This is an optimization exercise on Yosys and OpenROAD, whose aim is small area, a short achievable clock period and few clock cycles per item, not a production implementation.
In this exercise RTL edits were held to simulation tests only and were not proved equivalent to the original.
No activity file was given, so power comes from the tool's default toggle rates.

## v49
Design selective_repeat_receiver_core, start of the top module:
module selective_repeat_receiver_core #(
  parameter int WINDOW_DEPTH = srr_pkg::SRR_WINDOW_DEPTH
) (
  input  logic                      clk,
  input  logic                      rst_n,
  input  logic                      in_valid,
  output logic                      in_ready,
  input  logic [15:0]               in_seq_num,
  input  logic                      in_last_flag,
  input  logic [10:0]               in_payload_length,
  input  logic [31:0]               in_payload_ref,
  output logic                      out_valid,
  input  logic                      out_ready,
  output logic [1:0]                out_kind,
  output logic [15:0]               out_ack_num,
  output logic                      out_last,
  output logic [10:0]               out_length,
  output logic [31:0]               out_ref,
  output logic                      out_end_of_run,
  output logic                      out_transfer_done
);
clock: 5.0 ns
lec_check: 0
cap_margin: 20
core_margin: 2
core_utilization: 40
setup_slack_margin: 2.5
slew_margin: 20
standard.sh (not shown) runs the stock make flow with config.mk's settings and CLKGATE_MAP_FILE= SYNTH_SCRIPT=/design/flow/synth_recipe.tcl, a recipe that flattens the netlist after the stock synthesis.
==> flow/flow/run.sh <==
#!/bin/bash
# Layout flow: the standard ORFS flow (standard.sh) with two changes after
# synthesis, passed to ORFS as its own variables:
#  - buffer_ports puts a buf_2 on each port instead of the delay cell it picks
#    by default
#  - clock tree synthesis adds no dummy loads and clusters up to 22 sinks
#    within 90 um per leaf buffer, for a smaller clock tree
# 1. the standard synthesis, unchanged
# 2. floorplan to finish
set -euo pipefail
bash standard.sh synth > flow_synth.log 2>&1
export BUFFER_PORTS_ARGS="-buffer_cell sky130_fd_sc_hd__buf_2"
export CTS_ARGS="-sink_clustering_enable -repair_clock_nets -dont_use_dummy_load -sink_clustering_size 22 -sink_clustering_max_diameter 90"
bash standard.sh > flow_layout.log 2>&1
v49: PASS, flow complete, no timing, DRC or antenna violations
Testbench counts of v49, summed over its fixed seeds: cycles 21,937, items 12,000.
Changes in v33 relative to v49:
- SETUP_SLACK_MARGIN: 2.5 -> 2.65
==> comparison <==
| net count of the mapped netlist | v33 vs v49 | ≈ equal |
[compare] base=v49 new=v33: routed metal-1 wirelength grew by about 0.8%, delay contributed by the slowest stage of the critical path shrank by 240 ps, signal arrival time at the worst endpoint shrank by 170 ps.
v33 drops more vias than v49.
Filler cell count in the final layout (v33 over v49): decrease, 36
v33: flow completed, timing, DRC and antenna clean
As far as final max-slew violation count goes, v33 and v49 are indistinguishable; the numbers are identical.
Layout buffer count excluding clock buffers up 12% in v33 wrt v49
Changes in v32 relative to v33:
- swapping 2.65 for 2.5 in SETUP_SLACK_MARGIN
==> flow/run.sh (new file) <==
#!/bin/bash
# synth_recipe.tcl (not shown) runs the flow's synth.tcl, then flattens the netlist and writes it again
# the make line also repeats each setting of config.mk as NAME=value (left out here)
make -C /OpenROAD-flow-scripts/flow DESIGN_CONFIG=/design/flow/config.mk WORK_HOME=/design/flow/orfs CLKGATE_MAP_FILE= SYNTH_SCRIPT=/design/flow/synth_recipe.tcl finish
removed: flow/flow/run.sh
removed: flow/standard.sh
Results
Diff v33..v32 | setup TNS after final layout | unchanged
Between v33 and v32, measured slew at the worst slew-check pin increased.
v32 vs v33, capture point of the critical path: u_store.mem[9][41] vs num_r[12]
Number of buffers and inverters on the critical path | v32 below v33
v33 consumes less power than v32.
Summary — standby leakage power, v32 relative to v33: higher, by 0.92 nW.
The cell count reported for v32 is greater than that of v33 by 113.
Compared v32 against v33; register area within noise.
Between v33 and v32, non-clock buffer count in the final layout increased.
v32 vs. v33: met2 track utilization from global routing ~0 delta; total wire length +2.5%.
Input-level comparison between v30 and v32:
==> flow/flow/run.sh (new file) <==
#!/bin/bash
# Layout flow: the standard ORFS flow (standard.sh) with two changes after
# synthesis, passed to ORFS as its own variables:
#  - buffer_ports puts a buf_2 on each port instead of the delay cell it picks
#    by default
#  - clock tree synthesis adds no dummy loads
# 1. the standard synthesis, unchanged
# 2. floorplan to finish
set -euo pipefail
bash standard.sh synth > flow_synth.log 2>&1
export BUFFER_PORTS_ARGS="-buffer_cell sky130_fd_sc_hd__buf_2"
export CTS_ARGS="-sink_clustering_enable -repair_clock_nets -dont_use_dummy_load"
bash standard.sh > flow_layout.log 2>&1
==> flow/standard.sh (new file) <==
#!/bin/bash
# synth_recipe.tcl (not shown) runs the flow's synth.tcl, then flattens the netlist and writes it again
# the make line also repeats each setting of config.mk as NAME=value (left out here)
make -C /OpenROAD-flow-scripts/flow DESIGN_CONFIG=/design/flow/config.mk WORK_HOME=/design/flow/orfs CLKGATE_MAP_FILE= SYNTH_SCRIPT=/design/flow/synth_recipe.tcl "${@:-finish}"
removed: flow/run.sh
--- outcome ---
- Delta(maximum frequency, v30 - v32) > 0
- Diff v32 -> v30 | buffer share of cell area | decrease of 2.0 points
- Across both runs, cell area reported after detailed placement was lower for v30 than for v32.
- Compared with v32, in v30 relative contribution of combinational cells to total power stayed essentially flat; post-detailed-routing wire length fell by 2.6%; sequential share of layout area rose by 2.8 points.
- v32 has lower initial antenna violation count than v30.
- Area growth from synthesis to final layout in v30 is 4.9 points below v32.
- Diff v32 and v30: areal power density over the cells lower in v30

what the ideal ports hide:
Ports are ideal in the flow. The routed layouts listed here were re-timed in OpenROAD. Step 1, drivers: a clkbuf_16 drives clk and a buf_2 each remaining input, both assumed. Step 2 times the ports against the registers' clock, not the clock port: input delays grow and output delays shrink by t, the midpoint of the rising clock arrivals with the driver on. Slacks: ideal ports / drivers / drivers and shift; pairs: ideal ports / drivers.
run	shift t [ns]	slack for setup (ns)	slew at the worst register clock pin (ns)	pins driven straight from the clock port
v49	0.659	2.556 / 2.533 / 1.885	0.09 / 0.09	1
v33	0.657	2.579 / 2.538 / 1.920	0.09 / 0.09	1
v32	0.701	2.280 / 2.321 / 1.621	0.06 / 0.06	1
v30	0.682	2.535 / 2.522 / 1.840	0.06 / 0.06	1
After both steps setup and hold are still met in every run listed. The setup slack of v30, which loses most, moves by -0.013 ns with the drivers and by -0.695 ns with both steps.
